Context: an optimization exercise on an open-source flow, tuned for small area and a short achievable clock period. The choices shown serve that exercise and are no tape-out recipe.
In this exercise RTL edits were held to simulation tests only and were not proved equivalent to the original.
Power is estimated from default activity; no workload was simulated.

==> design/flow/design.v <==
module branch_predictor_gshare #(
  parameter int PC_WIDTH       = 32,
  parameter int INSTR_ALIGN    = 2,
  parameter int PHT_INDEX_BITS = 8,
  parameter int BHR_WIDTH      = 8,
  parameter int CTR_WIDTH      = 2,
  parameter int BTB_INDEX_BITS = 4,
  parameter int MODE           = 1,
  parameter int STAT_WIDTH     = 16
) (
  input  logic                  clk,
  input  logic                  reset_n,
  input  logic                  lookup_valid,
  input  logic [PC_WIDTH-1:0]   lookup_pc,
  output logic                  pred_taken,
  output logic [PC_WIDTH-1:0]   pred_target,
  output logic                  pred_btb_hit,
  output logic [BHR_WIDTH-1:0]  pred_bhr,
  input  logic                  upd_valid,
  input  logic [PC_WIDTH-1:0]   upd_pc,
  input  logic                  upd_taken,
  input  logic [PC_WIDTH-1:0]   upd_target,
  input  logic [BHR_WIDTH-1:0]  upd_bhr,
  input  logic                  upd_mispredict,
  output logic [STAT_WIDTH-1:0] stat_lookups,
  output logic [STAT_WIDTH-1:0] stat_mispredicts
);
  localparam int PHT_DEPTH = 1 << PHT_INDEX_BITS;
  localparam int BTB_DEPTH = 1 << BTB_INDEX_BITS;
  localparam int TAG_WIDTH = PC_WIDTH - INSTR_ALIGN - BTB_INDEX_BITS;
  localparam logic [CTR_WIDTH-1:0] CTR_INIT = CTR_WIDTH'((1 << (CTR_WIDTH - 1)) - 1);
  localparam logic [PC_WIDTH-1:0]  PC_STEP  = PC_WIDTH'(1) << INSTR_ALIGN;
  logic [CTR_WIDTH-1:0] pht_q [PHT_DEPTH];
  logic [BTB_DEPTH-1:0] btb_valid_q;
  logic [TAG_WIDTH-1:0] btb_tag_q [BTB_DEPTH];
  logic [PC_WIDTH-1:0]  btb_target_q [BTB_DEPTH];
  logic [BHR_WIDTH-1:0] bhr_q;
  function automatic logic [PHT_INDEX_BITS-1:0] pht_index(
    input logic [PC_WIDTH-1:0]  pc,
    input logic [BHR_WIDTH-1:0] hist
  );
    logic [PHT_INDEX_BITS-1:0] hist_ext;
    hist_ext = '0;
    hist_ext[BHR_WIDTH-1:0] = hist;
    if (MODE == 0) pht_index = pc[INSTR_ALIGN +: PHT_INDEX_BITS];
    else           pht_index = pc[INSTR_ALIGN +: PHT_INDEX_BITS] ^ hist_ext;
  endfunction
  logic [PHT_INDEX_BITS-1:0] lk_pht_idx;
  logic [BTB_INDEX_BITS-1:0] lk_btb_idx;
  logic [TAG_WIDTH-1:0]      lk_tag;
  logic [CTR_WIDTH-1:0]      lk_ctr;
  always_comb begin
    lk_pht_idx   = pht_index(lookup_pc, bhr_q);
    lk_btb_idx   = lookup_pc[INSTR_ALIGN +: BTB_INDEX_BITS];
    lk_tag       = lookup_pc[PC_WIDTH-1 -: TAG_WIDTH];
    lk_ctr       = pht_q[lk_pht_idx];
    pred_btb_hit = btb_valid_q[lk_btb_idx] && (btb_tag_q[lk_btb_idx] == lk_tag);
    pred_taken   = pred_btb_hit && lk_ctr[CTR_WIDTH-1];
    pred_target  = pred_taken ? btb_target_q[lk_btb_idx] : lookup_pc + PC_STEP;
    pred_bhr     = bhr_q;
  end
  logic [PHT_INDEX_BITS-1:0] up_pht_idx;
  logic [BTB_INDEX_BITS-1:0] up_btb_idx;
  logic [TAG_WIDTH-1:0]      up_tag;
  logic [BHR_WIDTH:0]        bhr_shift;
  logic                      upd_pc_unused;
  always_comb begin
    up_pht_idx    = pht_index(upd_pc, upd_bhr);
    up_btb_idx    = upd_pc[INSTR_ALIGN +: BTB_INDEX_BITS];
    up_tag        = upd_pc[PC_WIDTH-1 -: TAG_WIDTH];
    bhr_shift     = {bhr_q, upd_taken};
    upd_pc_unused = &{1'b0, upd_pc[INSTR_ALIGN-1:0]};
  end
  always_ff @(posedge clk or negedge reset_n) begin
    if (!reset_n) begin
      for (int i = 0; i < PHT_DEPTH; i++) pht_q[i] <= CTR_INIT;
      btb_valid_q <= '0;
      bhr_q       <= '0;
    end else if (upd_valid) begin
      if (upd_taken) begin
        if (pht_q[up_pht_idx] != '1) pht_q[up_pht_idx] <= pht_q[up_pht_idx] + CTR_WIDTH'(1);
        btb_valid_q[up_btb_idx] <= 1'b1;
      end else if (pht_q[up_pht_idx] != '0) begin
        pht_q[up_pht_idx] <= pht_q[up_pht_idx] - CTR_WIDTH'(1);
      end
      bhr_q <= bhr_shift[BHR_WIDTH-1:0];
    end
  end
  always_ff @(posedge clk) begin
    if (upd_valid && upd_taken) begin
      btb_tag_q[up_btb_idx]    <= up_tag;
      btb_target_q[up_btb_idx] <= upd_target;
    end
  end
  always_ff @(posedge clk or negedge reset_n) begin
    if (!reset_n) begin
      stat_lookups     <= '0;
      stat_mispredicts <= '0;
    end else begin
      if (lookup_valid && (stat_lookups != '1))
        stat_lookups <= stat_lookups + STAT_WIDTH'(1);
      if (upd_valid && upd_mispredict && (stat_mispredicts != '1))
        stat_mispredicts <= stat_mispredicts + STAT_WIDTH'(1);
    end
  end
endmodule
==> design/flow/run.sh <==
#!/bin/bash
# synth_recipe.tcl (not shown) runs the flow's synth.tcl, then flattens the netlist and writes it again
# the make line also repeats each setting of config.mk as NAME=value (left out here)
make -C /OpenROAD-flow-scripts/flow DESIGN_CONFIG=/design/flow/config.mk WORK_HOME=/design/flow/orfs CLKGATE_MAP_FILE= SYNTH_SCRIPT=/design/flow/synth_recipe.tcl finish
==> design/flow/config.mk <==
export PLATFORM = sky130hd
export DESIGN_NAME = branch_predictor_gshare
export DESIGN_NICKNAME = branch_predictor_gshare
export VERILOG_FILES = /design/flow/design.v
export SDC_FILE = /design/flow/constraint.sdc
export NUM_CORES = 4
export LEC_CHECK = 0
export CAP_MARGIN = 20
export CORE_MARGIN = 2
export CORE_UTILIZATION = 40
export SLEW_MARGIN = 20
==> design/flow/constraint.sdc <==
create_clock -name core_clock -period 7.0 [get_ports {clk}]
set_input_delay 1.4000 -clock core_clock [delete_from_list [all_inputs] [get_ports {clk}]]
set_output_delay 1.4000 -clock core_clock [all_outputs]
set_load 0.01 [all_outputs]
==> results.txt <==
path summary, 6_finish.rpt:
check | end
worst max register to register | pht_q[99][1]
min in group asynchronous | pht_q[199][1]
worst max-delay path | pred_target[25]
max in group asynchronous | btb_valid_q[15]
worst min register to register | btb_valid_q[1]
worst min-delay path | btb_valid_q[1]
critical path, delay by kind of cell:
kind / cells / cell delay (ns)
xor+xnor: 1 / 0.15
mux: 1 / 0.26
simple gates: 5 / 1.14
compound gates: 4 / 1.13
buf+inv: 7 / 1.39
layout make-up:
class                   count  area, um^2
repair buffers           1115       10390
clock inverters            90        1046
well taps                2218        2775
clock buffers             206        4353
diodes                     13       32.53
multi-input cells        2676       25170
fillers                 14310       83260
flip-flops and latches   1496       42400
inverters                  10       45.04
power by group through the flow:
stage          combinational, mW  sequential, mW  clock, mW
6_report                    4.71            10.6       8.70
5_1_grt                     4.83            10.6       9.16
4_1_cts                     4.59            10.6       8.82
3_5_place_dp                4.56            10.7          0
3_3_place_gp                4.55            10.7          0
2_1_floorplan               1.88            10.4          0
sequential cells by signal, indices dropped and copies added (netlist names):
name              count
stat_mispredicts     16
pht_q               512
btb_valid_q          16
btb_tag_q           416
btb_target_q        512
bhr_q                 8
stat_lookups         16
placed cells by master, fill, tap and decap left out, drive strengths merged, types with 91 or more instances in the layout:
cell type,instances
xnor2,91
clkdlybuf4s50,143
edfxtp,928
mux2,559
dfrtp,312
nand3,189
nand4,330
mux4,297
nand2,197
nor2,143
buf,937
a22oi,136
dfstp,256
clkbuf,214
through the flow:
step | utilization | cell area (um^2) | total power, mW | worst slack, ns | setup TNS, ns
after floorplan | - | 68350 | 12.27 | 0.03456 | 0
after global placement | 0.4752 | 80540 | 15.26 | -0.6968 | -108.58
after detailed placement | 0.4752 | 80540 | 15.29 | -0.5872 | -88.71
after CTS | 0.5083 | 86140 | 23.97 | 0.007001 | 0
after global routing | 0.5085 | 86180 | 24.59 | 0.001990 | 0
final | 0.5087 | 86210 | 24.02 | 0.07377 | 0
what timing repair did:
action,CTS,global route
setup buffers,2,0
setup endpoints to repair,33,24
gates resized for setup,54,43
gates cloned,3,0
pin swaps,9,7
cells by family after synthesis:
| kind of cell | Yosys count | share of synthesized area |
|---|---|---|
| adder cells (fa/ha/maj) | 8 | 0.001465 |
| AND/OR/NAND/NOR | 1055 | 0.08009 |
| buffers and inverters | 393 | 0.02347 |
| AO/OA/AOI/OAI | 605 | 0.06401 |
| flip-flops | 1496 | 0.6205 |
| XOR/XNOR | 127 | 0.01683 |
| multiplexers | 881 | 0.1937 |
routing by layer:
layer	global-route usage	vias up
met3	0.09468	755
met1	0.5009	26940
met2	0.5282	3069
met4	0.1953	16
li1	-	20280
met5	0	-
==> results.toml <==
[timing]
finalClockSkew_ns = 0.06580
finalSetupViolations = 0
max-slew-margin-rel = 0.1687
fmax_ghz = 0.1444
drv_slew = 0
fin_crit_sh = 0.9895
rsz0062_at_grt = "false"
period_needed_ns = 6.926
hold_viol = 0
holdWs_ns = 0.4526
worst_slew_pin_slew_ns = 1.237

[finish]
area.growth.synth_to_final_pct = 26.15
drive_gt1_frac = 0.4110
fin_nets = 5577
finalNonFillerCells = 7824

[critical_path]
crit_required_ns = 5.60
r2r_slack_ns = 2.30
critical-path-slowest-cell = "or4_4"
critPathArrivalTime_ns = 5.53
end_kind = "output port"
worst-setup-path-type = "input pin to output port"
cp-start-kind = "input pin"
cpPeakStageDelay_ns = 0.58
crit_chain = "dlygate4sd2_1, buf_12, xor2_1, buf_4, nand2_2, nor2_2, buf_4, a22o_1, a221oi_1, nand3_1, a32oi_1, nand2_1, or4_4, o31a_4, buf_12, buf_12, mux2_2, dlygate4sd2_1"
r2r_cells = 17
cp_max_fo = 9
critPathLaunch = "lookup_pc[5]"
regToRegStartpoint = "pht_q[66][1]"
path_common_cell = "buf_12"

[hold_path]
hold_depth = 1
hold_class = "register to register"
hold_path_startpoint = "btb_valid_q[1]"

[placed_design]
gp_congestion = 1.115
hpwlAfterDp_mm = 238.2
portBuffers = 181
placed_cells = 7510

[global_route]
overflow = 0
grt_max_degree = 153
grt_pass1_wl_mm = 432.1
grt_pass1_vias = 49880
antenna_found_initial = 30
grt_usage = 0.3642

[logic_synthesis]
netlist_area_mm2 = 0.06834
synth_cells = 4565
ys_types = 69
async_flop_share = 0.3797
synthTopCellsByCount = "edfxtp_1 (928), mux2_2 (445), nand4_1 (330)"
synth_ff_type = "edfxtp_1"
seq_area_frac_synth = 0.6205
yosys_warnings = 2
synthTopCellsByArea = "edfxtp_1 (41%), dfrtp_1 (11%), dfstp_2 (9.8%)"
synth_area_leader_cell = "edfxtp_1"
postSynthAreaPerCell_um2 = 14.97
netlist.area_leader.share = 0.4078
synth_edf_count = 928
synth.most_common_cell = "edfxtp_1"
ys_seq_elements = 1496
synth_nets = 4683

[cts]
clock-sinks = 1496
clk_latency_ns = 0.85
hold_buffers = 0
cts_tree = "yes"
cts_max_level = 4
root_buffer = "clkbuf_16"
clk_pin_slew_worst_paths_ns = 0.06
numCtsBuffers = 160
clockBufferDepth = 3

[detailed_routing]
firstDrtPassIters = 6
routed_wl_mm = 319.1
route.met2.wl_mm = 137.5
drcViolationCount = 0
vias = 51060
via_per_inst = 6.526
dr.max_layer_used = "met5"
route.met3.wl_mm = 32.27
ant_nets = 0
wl_met1_mm = 129.4
drt_iter0_markers = 7373
wire_per_inst_um = 40.78

[pwr]
p_comb_frac = 0.196
clockPowerShare = 0.362
leakagePower_nw = 31.77
p_switching_mw = 7.274
swShare = 0.3028
seqPwrFrac = 0.442
vdd_drop_max_v = 0.0002513
powerDensity_mw_per_mm2 = 278.7
p_int_mw = 16.75

[job]
cap_violations = 0

[floorplanning]
die_h_um = 417.3
fp-row-count = 151
core_mm2 = 0.1695
die_x_um = 417.3
dieArea_mm2 = 0.1742
start_util = 0.4032
num_io_pins = 184

[outcome]
status = "timing/DRC/antenna clean"

==> static timing again, ports no longer ideal <==
No port has a modelled driver above. Below, the same layout with a new extraction and two added sets of constraints.
Step 1 sets driving cells, clkbuf_16 on the clock port and buf_2 on the other inputs (assumed; they add their load-dependent delay and slew).
Step 2 also shifts input and output timing later by t, the mid clock arrival at the registers, as if the neighbouring blocks saw the same clock.
a / b / c = ideal / step 1 / step 2; a / b = the first two.
shift t [ns]: 0.909
setup WS [ns]: 0.074 / 0.013 / -0.588
hold WS [ns]: 0.453 / 0.453 / 0.453
worst setup path after step 2: input to register
With both steps, setup timing fails in this run, where it was met with ideal ports. The setup slack of this run moves by -0.061 ns with the drivers and by -0.662 ns with both steps.
